What follows belongs to an exercise in optimizing a design on an open flow for small area and few clock cycles; a production flow would make more cautious choices. The RTL was checked by simulation tests, not by an equivalence proof against the original design.

==> zinc: inputs <==
==> flow/design.v <==
package dcache_pkg;
  typedef logic [31:0] word_t;
  localparam int WORDS_PER_BLK = 2;
  localparam int WSEL_W        = $clog2(WORDS_PER_BLK);  
  localparam int BLKOFF_W      = WSEL_W + 2;             
  localparam word_t HIT_CNT_ADDR = 32'h0000_3100;
  typedef enum logic [2:0] {
    IDLE,        
    WB,          
    FILL,        
    FLUSH_SCAN,  
    FLUSH_WB,    
    HIT_STORE,   
    HALTED       
  } ctrl_state_t;
  typedef enum logic [1:0] {
    MEM_NONE,  
    MEM_WB,    
    MEM_FILL,  
    MEM_CNT    
  } mem_op_t;
endpackage
`timescale 1ns/1ps
module dcache (
  input  logic        CLK,
  input  logic        nRST,
  input  logic        dmemren,
  input  logic        dmemwen,
  input  logic [31:0] dmemaddr,
  input  logic [31:0] dmemstore,
  input  logic        halt,
  output logic        dhit,
  output logic [31:0] dmemload,
  output logic        flushed,
  output logic        dren,
  output logic        dwen,
  output logic [31:0] daddr,
  output logic [31:0] dstore,
  input  logic [31:0] dload,
  input  logic        dwait
);
  localparam logic [29:0] HC_WORD = 30'h0000_0C40;   
  localparam logic [1:0] G_NONE = 2'd0, G_DEM = 2'd1, G_VB = 2'd2, G_CNT = 2'd3;
  logic [25:0] tag_q  [0:15];
  logic [31:0] dat0_q [0:15];
  logic [31:0] dat1_q [0:15];
  logic [15:0] wv0_q, wv1_q;    
  logic [15:0] wd0_q, wd1_q;    
  logic [7:0]  lru_q;           
  logic [28:0] vb_blk_q;
  logic [31:0] vb_w0_q, vb_w1_q;
  logic [1:0]  vb_d_q;          
  logic [31:0] hit_cnt_q;
  logic        cnt_done_q;
  logic [2:0]  ridx;
  logic [25:0] rtag;
  logic        rw;
  logic [15:0] fd;              
  logic        any_fd;
  logic [3:0]  pe_f;            
  logic [2:0]  sidx;
  logic [25:0] tag0, tag1;
  logic        v0, v1, m0, m1, thit, hway, vway, away;
  logic        xway;
  logic [3:0]  xf;
  logic [31:0] s0_w0, s0_w1, s1_w0, s1_w1;
  logic [31:0] s0_rd, s1_rd, x_w0, x_w1;
  logic [25:0] x_tag;
  logic [1:0]  x_d, v_d;
  logic        ok0, ok1, word_ok;
  assign ridx = dmemaddr[5:3];
  assign rtag = dmemaddr[31:6];
  assign rw   = dmemaddr[2];
  assign fd     = wd0_q | wd1_q;
  assign any_fd = |fd;
  always_comb begin
    pe_f = 4'd0;
    for (int i = 15; i >= 0; i--) begin
      if (fd[i]) pe_f = 4'(i);
    end
  end
  assign sidx = halt ? pe_f[3:1] : ridx;
  assign tag0 = tag_q[{sidx, 1'b0}];
  assign tag1 = tag_q[{sidx, 1'b1}];
  assign v0   = wv0_q[{sidx, 1'b0}] | wv1_q[{sidx, 1'b0}];
  assign v1   = wv0_q[{sidx, 1'b1}] | wv1_q[{sidx, 1'b1}];
  assign m0   = v0 && (tag0 == rtag);
  assign m1   = v1 && (tag1 == rtag);
  assign thit = m0 || m1;
  assign hway = m1;
  assign vway = !v0 ? 1'b0 : !v1 ? 1'b1 : lru_q[sidx];
  assign away = thit ? hway : vway;
  assign xway = halt ? pe_f[0] : thit ? !hway : vway;
  assign xf   = {sidx, xway};
  assign s0_w0 = dat0_q[{sidx, 1'b0}];
  assign s0_w1 = dat1_q[{sidx, 1'b0}];
  assign s1_w0 = dat0_q[{sidx, 1'b1}];
  assign s1_w1 = dat1_q[{sidx, 1'b1}];
  assign s0_rd = rw ? s0_w1 : s0_w0;
  assign s1_rd = rw ? s1_w1 : s1_w0;
  assign x_w0  = xway ? s1_w0 : s0_w0;
  assign x_w1  = xway ? s1_w1 : s0_w1;
  assign x_tag = xway ? tag1 : tag0;
  assign x_d   = {wd1_q[xf], wd0_q[xf]};
  assign v_d   = {wd1_q[{sidx, vway}], wd0_q[{sidx, vway}]};
  assign ok0 = m0 && (rw ? wv1_q[{sidx, 1'b0}] : wv0_q[{sidx, 1'b0}]);
  assign ok1 = m1 && (rw ? wv1_q[{sidx, 1'b1}] : wv0_q[{sidx, 1'b1}]);
  assign word_ok = ok0 || ok1;
  logic        vb_busy, vb_wsel, vb_last, vb_hazard;
  logic        dem_rd;
  logic [1:0]  gnt;
  assign vb_busy   = |vb_d_q;
  assign vb_wsel   = !vb_d_q[0];
  assign vb_last   = (vb_d_q != 2'b11);
  assign vb_hazard = vb_busy && (vb_blk_q == {rtag, ridx});
  assign dem_rd = dmemren && (thit ? !word_ok : ((v_d == 2'b00) || !vb_busy) && !vb_hazard);
  always_comb begin
    if (dem_rd)                               gnt = G_DEM;
    else if (vb_busy)                         gnt = G_VB;
    else if (halt && !any_fd && !cnt_done_q)  gnt = G_CNT;
    else                                      gnt = G_NONE;
  end
  assign dren = !dwait && (gnt == G_DEM);
  assign dwen = !dwait && ((gnt == G_VB) || (gnt == G_CNT));
  assign daddr  = dem_rd ? {dmemaddr[31:2], 2'b00} :
                  vb_busy ? {vb_blk_q, vb_wsel, 2'b00} : {HC_WORD, 2'b00};
  assign dstore = !vb_busy ? hit_cnt_q : (vb_wsel ? vb_w1_q : vb_w0_q);
  logic vb_free, dhit_r, dhit_w, alloc, dem_done, vb_load;
  assign vb_free  = !vb_busy || ((gnt == G_VB) && !dwait && vb_last);
  assign dem_done = (gnt == G_DEM) && !dwait;
  assign dhit_r = dmemren && (word_ok || dem_done);
  assign dhit_w = dmemwen && (thit || (((v_d == 2'b00) || !vb_busy || (!dwait && vb_last)) && !vb_hazard));
  assign dhit   = dhit_r || dhit_w;
  assign alloc  = dhit && !thit;
  assign dmemload = ok1 ? s1_rd : ok0 ? s0_rd : dload;
  logic        dw_en, dw_word;
  logic [3:0]  dw_f;
  logic [31:0] dw_data;
  assign dw_en   = dhit_w || dem_done;
  assign dw_f    = {ridx, away};
  assign dw_word = rw;
  assign dw_data = dmemwen ? dmemstore : dload;
  assign vb_load = vb_free && (halt ? any_fd : ((dmemren || dmemwen) && (x_d != 2'b00)));
  always_ff @(posedge CLK) begin
    if (dw_en && !dw_word) dat0_q[dw_f] <= dw_data;
    if (dw_en &&  dw_word) dat1_q[dw_f] <= dw_data;
    if (alloc) tag_q[{ridx, vway}] <= rtag;
    if (vb_load) begin
      vb_blk_q <= {x_tag, sidx};
      vb_w0_q  <= x_w0;
      vb_w1_q  <= x_w1;
    end
  end
  always_ff @(posedge CLK) begin
    if (!nRST) begin
      wv0_q      <= '0;
      wv1_q      <= '0;
      wd0_q      <= '0;
      wd1_q      <= '0;
      lru_q      <= '0;
      vb_d_q     <= '0;
      hit_cnt_q  <= '0;
      cnt_done_q <= 1'b0;
    end else begin
      if (vb_load) begin
        wd0_q[xf] <= 1'b0;
        wd1_q[xf] <= 1'b0;
      end
      if (alloc) begin
        wv0_q[{ridx, vway}] <= !rw;
        wv1_q[{ridx, vway}] <=  rw;
        wd0_q[{ridx, vway}] <= dmemwen && !rw;
        wd1_q[{ridx, vway}] <= dmemwen &&  rw;
      end else if (dw_en) begin
        if (!dw_word) wv0_q[dw_f] <= 1'b1;
        if ( dw_word) wv1_q[dw_f] <= 1'b1;
        if (dhit_w && !dw_word) wd0_q[dw_f] <= 1'b1;
        if (dhit_w &&  dw_word) wd1_q[dw_f] <= 1'b1;
      end
      if (dhit) begin
        lru_q[ridx] <= !away;
        if (thit) hit_cnt_q <= hit_cnt_q + 32'd1;
      end
      if (vb_load) begin
        vb_d_q <= x_d;
      end else if ((gnt == G_VB) && !dwait) begin
        vb_d_q[vb_wsel] <= 1'b0;
      end
      if ((gnt == G_CNT) && !dwait) cnt_done_q <= 1'b1;
    end
  end
  assign flushed = cnt_done_q;
endmodule
==> flow/run.sh <==
#!/bin/bash
# synth_recipe.tcl (not shown) runs the flow's synth.tcl, then flattens the netlist and writes it again
# the make line also repeats each setting of config.mk as NAME=value (left out here)
make -C /OpenROAD-flow-scripts/flow DESIGN_CONFIG=/design/flow/config.mk WORK_HOME=/design/flow/orfs CLKGATE_MAP_FILE= SYNTH_SCRIPT=/design/flow/synth_recipe.tcl finish
==> flow/config.mk <==
export PLATFORM = sky130hd
export DESIGN_NAME = dcache
export DESIGN_NICKNAME = dcache
export VERILOG_FILES = /design/flow/design.v
export SDC_FILE = /design/flow/constraint.sdc
export NUM_CORES = 4
export LEC_CHECK = 0
export CAP_MARGIN = 20
export CORE_MARGIN = 2
export CORE_UTILIZATION = 40
export CTS_BUF_LIST = sky130_fd_sc_hd__clkbuf_8
export CTS_CLUSTER_DIAMETER = 50
export CTS_CLUSTER_SIZE = 14
export SLEW_MARGIN = 20
==> flow/constraint.sdc <==
create_clock -name core_clock -period 12.0 [get_ports {CLK}]
set_input_delay 2.4000 -clock core_clock [delete_from_list [all_inputs] [get_ports {CLK}]]
set_output_delay 2.4000 -clock core_clock [all_outputs]
set_load 0.01 [all_outputs]
==> ember (differences from zinc) <==
--- a/flow/design.v
+++ b/flow/design.v
@@ -90,7 +90,11 @@
   assign hway = m1;
   assign vway = !v0 ? 1'b0 : !v1 ? 1'b1 : lru_q[sidx];
   assign away = thit ? hway : vway;
-  assign xway = halt ? pe_f[0] : thit ? !hway : vway;
+  logic [1:0] o_d;
+  assign o_d  = {wd1_q[{sidx, !hway}], wd0_q[{sidx, !hway}]};
+  assign xway = halt ? pe_f[0] :
+                thit ? (((o_d != 2'b00) || dmemwen) ? !hway : hway) :
+                       ((v_d != 2'b00) ? vway : !vway);
   assign xf   = {sidx, xway};
   assign s0_w0 = dat0_q[{sidx, 1'b0}];
   assign s0_w1 = dat1_q[{sidx, 1'b0}];
@@ -112,8 +116,8 @@
   assign vb_busy   = |vb_d_q;
   assign vb_wsel   = !vb_d_q[0];
   assign vb_last   = (vb_d_q != 2'b11);
-  assign vb_hazard = vb_busy && (vb_blk_q == {rtag, ridx});
-  assign dem_rd = dmemren && (thit ? !word_ok : ((v_d == 2'b00) || !vb_busy) && !vb_hazard);
+  assign vb_hazard = (vb_blk_q == {rtag, ridx}) && (rw ? vb_d_q[1] : vb_d_q[0]);
+  assign dem_rd = dmemren && !vb_hazard && (thit ? !word_ok : ((v_d == 2'b00) || !vb_busy));
   always_comb begin
     if (dem_rd)                               gnt = G_DEM;
     else if (vb_busy)                         gnt = G_VB;
@@ -129,7 +133,7 @@
   assign vb_free  = !vb_busy || ((gnt == G_VB) && !dwait && vb_last);
   assign dem_done = (gnt == G_DEM) && !dwait;
   assign dhit_r = dmemren && (word_ok || dem_done);
-  assign dhit_w = dmemwen && (thit || (((v_d == 2'b00) || !vb_busy || (!dwait && vb_last)) && !vb_hazard));
+  assign dhit_w = dmemwen && (thit || (v_d == 2'b00) || !vb_busy || (!dwait && vb_last));
   assign dhit   = dhit_r || dhit_w;
   assign alloc  = dhit && !thit;
   assign dmemload = ok1 ? s1_rd : ok0 ? s0_rd : dload;
- CORE_UTILIZATION: 40 -> 55
- CTS_BUF_LIST: sky130_fd_sc_hd__clkbuf_8 -> sky130_fd_sc_hd__clkbuf_4
- CTS_CLUSTER_DIAMETER: 50 -> 45
- CTS_CLUSTER_SIZE: 14 -> 9
- GPL_TIMING_DRIVEN: unset -> 0
- PLACE_DENSITY: unset -> 0.65
==> willow (differences from zinc) <==
--- a/flow/design.v
+++ b/flow/design.v
@@ -90,7 +90,11 @@
   assign hway = m1;
   assign vway = !v0 ? 1'b0 : !v1 ? 1'b1 : lru_q[sidx];
   assign away = thit ? hway : vway;
-  assign xway = halt ? pe_f[0] : thit ? !hway : vway;
+  logic [1:0] o_d;
+  assign o_d  = {wd1_q[{sidx, !hway}], wd0_q[{sidx, !hway}]};
+  assign xway = halt ? pe_f[0] :
+                thit ? (((o_d != 2'b00) || dmemwen) ? !hway : hway) :
+                       ((v_d != 2'b00) ? vway : !vway);
   assign xf   = {sidx, xway};
   assign s0_w0 = dat0_q[{sidx, 1'b0}];
   assign s0_w1 = dat1_q[{sidx, 1'b0}];
@@ -112,8 +116,8 @@
   assign vb_busy   = |vb_d_q;
   assign vb_wsel   = !vb_d_q[0];
   assign vb_last   = (vb_d_q != 2'b11);
-  assign vb_hazard = vb_busy && (vb_blk_q == {rtag, ridx});
-  assign dem_rd = dmemren && (thit ? !word_ok : ((v_d == 2'b00) || !vb_busy) && !vb_hazard);
+  assign vb_hazard = (vb_blk_q == {rtag, ridx}) && (rw ? vb_d_q[1] : vb_d_q[0]);
+  assign dem_rd = dmemren && !vb_hazard && (thit ? !word_ok : ((v_d == 2'b00) || !vb_busy));
   always_comb begin
     if (dem_rd)                               gnt = G_DEM;
     else if (vb_busy)                         gnt = G_VB;
@@ -129,7 +133,7 @@
   assign vb_free  = !vb_busy || ((gnt == G_VB) && !dwait && vb_last);
   assign dem_done = (gnt == G_DEM) && !dwait;
   assign dhit_r = dmemren && (word_ok || dem_done);
-  assign dhit_w = dmemwen && (thit || (((v_d == 2'b00) || !vb_busy || (!dwait && vb_last)) && !vb_hazard));
+  assign dhit_w = dmemwen && (thit || (v_d == 2'b00) || !vb_busy || (!dwait && vb_last));
   assign dhit   = dhit_r || dhit_w;
   assign alloc  = dhit && !thit;
   assign dmemload = ok1 ? s1_rd : ok0 ? s0_rd : dload;
- ABC_AREA: unset -> 1
- CORE_UTILIZATION: 40 -> 45
- CTS_BUF_LIST: sky130_fd_sc_hd__clkbuf_8 -> sky130_fd_sc_hd__clkbuf_4
- CTS_CLUSTER_DIAMETER: 50 -> 45
- CTS_CLUSTER_SIZE: 14 -> 9
- PLACE_DENSITY: unset -> 0.6
==> delta (differences from zinc) <==
- CORE_UTILIZATION: 40 -> 65
- CTS_BUF_LIST: sky130_fd_sc_hd__clkbuf_8 -> sky130_fd_sc_hd__clkbuf_4
- CTS_CLUSTER_DIAMETER: 50 -> 40
- CTS_CLUSTER_SIZE: 14 -> 8
- PLACE_DENSITY: unset -> 0.75
==> comparison <==
- zinc completed with no timing, DRC or antenna violations. ember finished but fails on negative setup slack. willow completed without violations. delta completed without violations.
- Count of clock-buffer cells in the layout: zinc < ember < willow < delta.
- The highest worst setup slack belongs to zinc, the lowest to ember.
- First-iteration DRC count, lowest first: zinc, willow, delta, ember.
- Global-route usage: ember > delta > willow > zinc.
- The highest non-clock buffer count belongs to ember, the lowest to zinc.
- Via count, lowest first: zinc, delta, willow, ember.
==> figures <==
Result of the run: zinc timing/DRC/antenna clean; willow timing/DRC/antenna clean; delta timing/DRC/antenna clean; ember complete, but fails checks
Violated checks: zinc -; willow -; delta -; ember negative setup slack
Number of antenna repair diodes: zinc 2; willow 8; delta 6; ember 5
Synthesized-area fraction occupied by ao, oa, aoi and oai cells: zinc 0.0746; willow 0.123; delta 0.0746; ember 0.0750
Minimum setup slack after placement: zinc 758 ps; willow 678 ps; delta 963 ps; ember -2740 ps
Remaining max-slew budget at the tightest pin: zinc 0.226; willow 0.208; delta 0.176; ember 0.146
Number of nets in the finished design: zinc 6,269; willow 6,900; delta 6,344; ember 7,039
Layout fillers: zinc 16,318; willow 14,287; delta 7,625; ember 10,827
Endpoint arrival time on the critical path: zinc 8940 ps; willow 9090 ps; delta 8940 ps; ember 9860 ps
Commonest non-fill, non-tap cell in the layout: zinc edfxtp_1; willow edfxtp_1; delta edfxtp_1; ember nand2_1
Met1 capacity usage during global routing: zinc 0.326; willow 0.388; delta 0.527; ember 0.570
HPWL after detailed placement: zinc 133,000 µm; willow 140,000 µm; delta 125,000 µm; ember 220,000 µm
Signal inverters: zinc 37; willow 293; delta 37; ember 35
Testbench counts of zinc, summed over its fixed seeds: cycles 4,131.
Testbench counts of ember, summed over its fixed seeds: cycles 3,978.
Testbench counts of willow, summed over its fixed seeds: cycles 3,978.
Testbench counts of delta, summed over its fixed seeds: cycles 4,131.

-- separate check: timing with driven ports --
Ports are ideal in the flow. The routed layouts listed here were re-timed in OpenROAD. Step 1 sets driving cells, clkbuf_16 on the clock port and buf_2 on the other inputs (assumed; they add their load-dependent delay and slew). Step 2 times the ports against the registers' clock, not the clock port: input delays grow and output delays shrink by t, the midpoint of the rising clock arrivals with the driver on. Three values: no drivers, after step 1, after step 2; two values: the first two.
| run | t (ns) | setup slack, ns | worst setup path at the end | clock arrival spread, ns | worst data-port slew with drivers (ns) |
|---|---|---|---|---|---|
| zinc | 1.022 | 0.661 / 0.514 / 0.514 | input to output | 0.078 / 0.078 | 0.17 |
| ember | 1.385 | -0.263 / -0.287 / -0.999 | input to register | 0.087 / 0.087 | 0.05 |
| willow | 1.344 | 0.510 / 0.469 / 0.469 | input to output | 0.135 / 0.136 | 0.25 |
| delta | 1.272 | 0.656 / 0.509 / 0.509 | input to output | 0.098 / 0.097 | 0.14 |
The setup slack of ember, which loses most, moves by -0.024 ns with the drivers and by -0.736 ns with both steps.
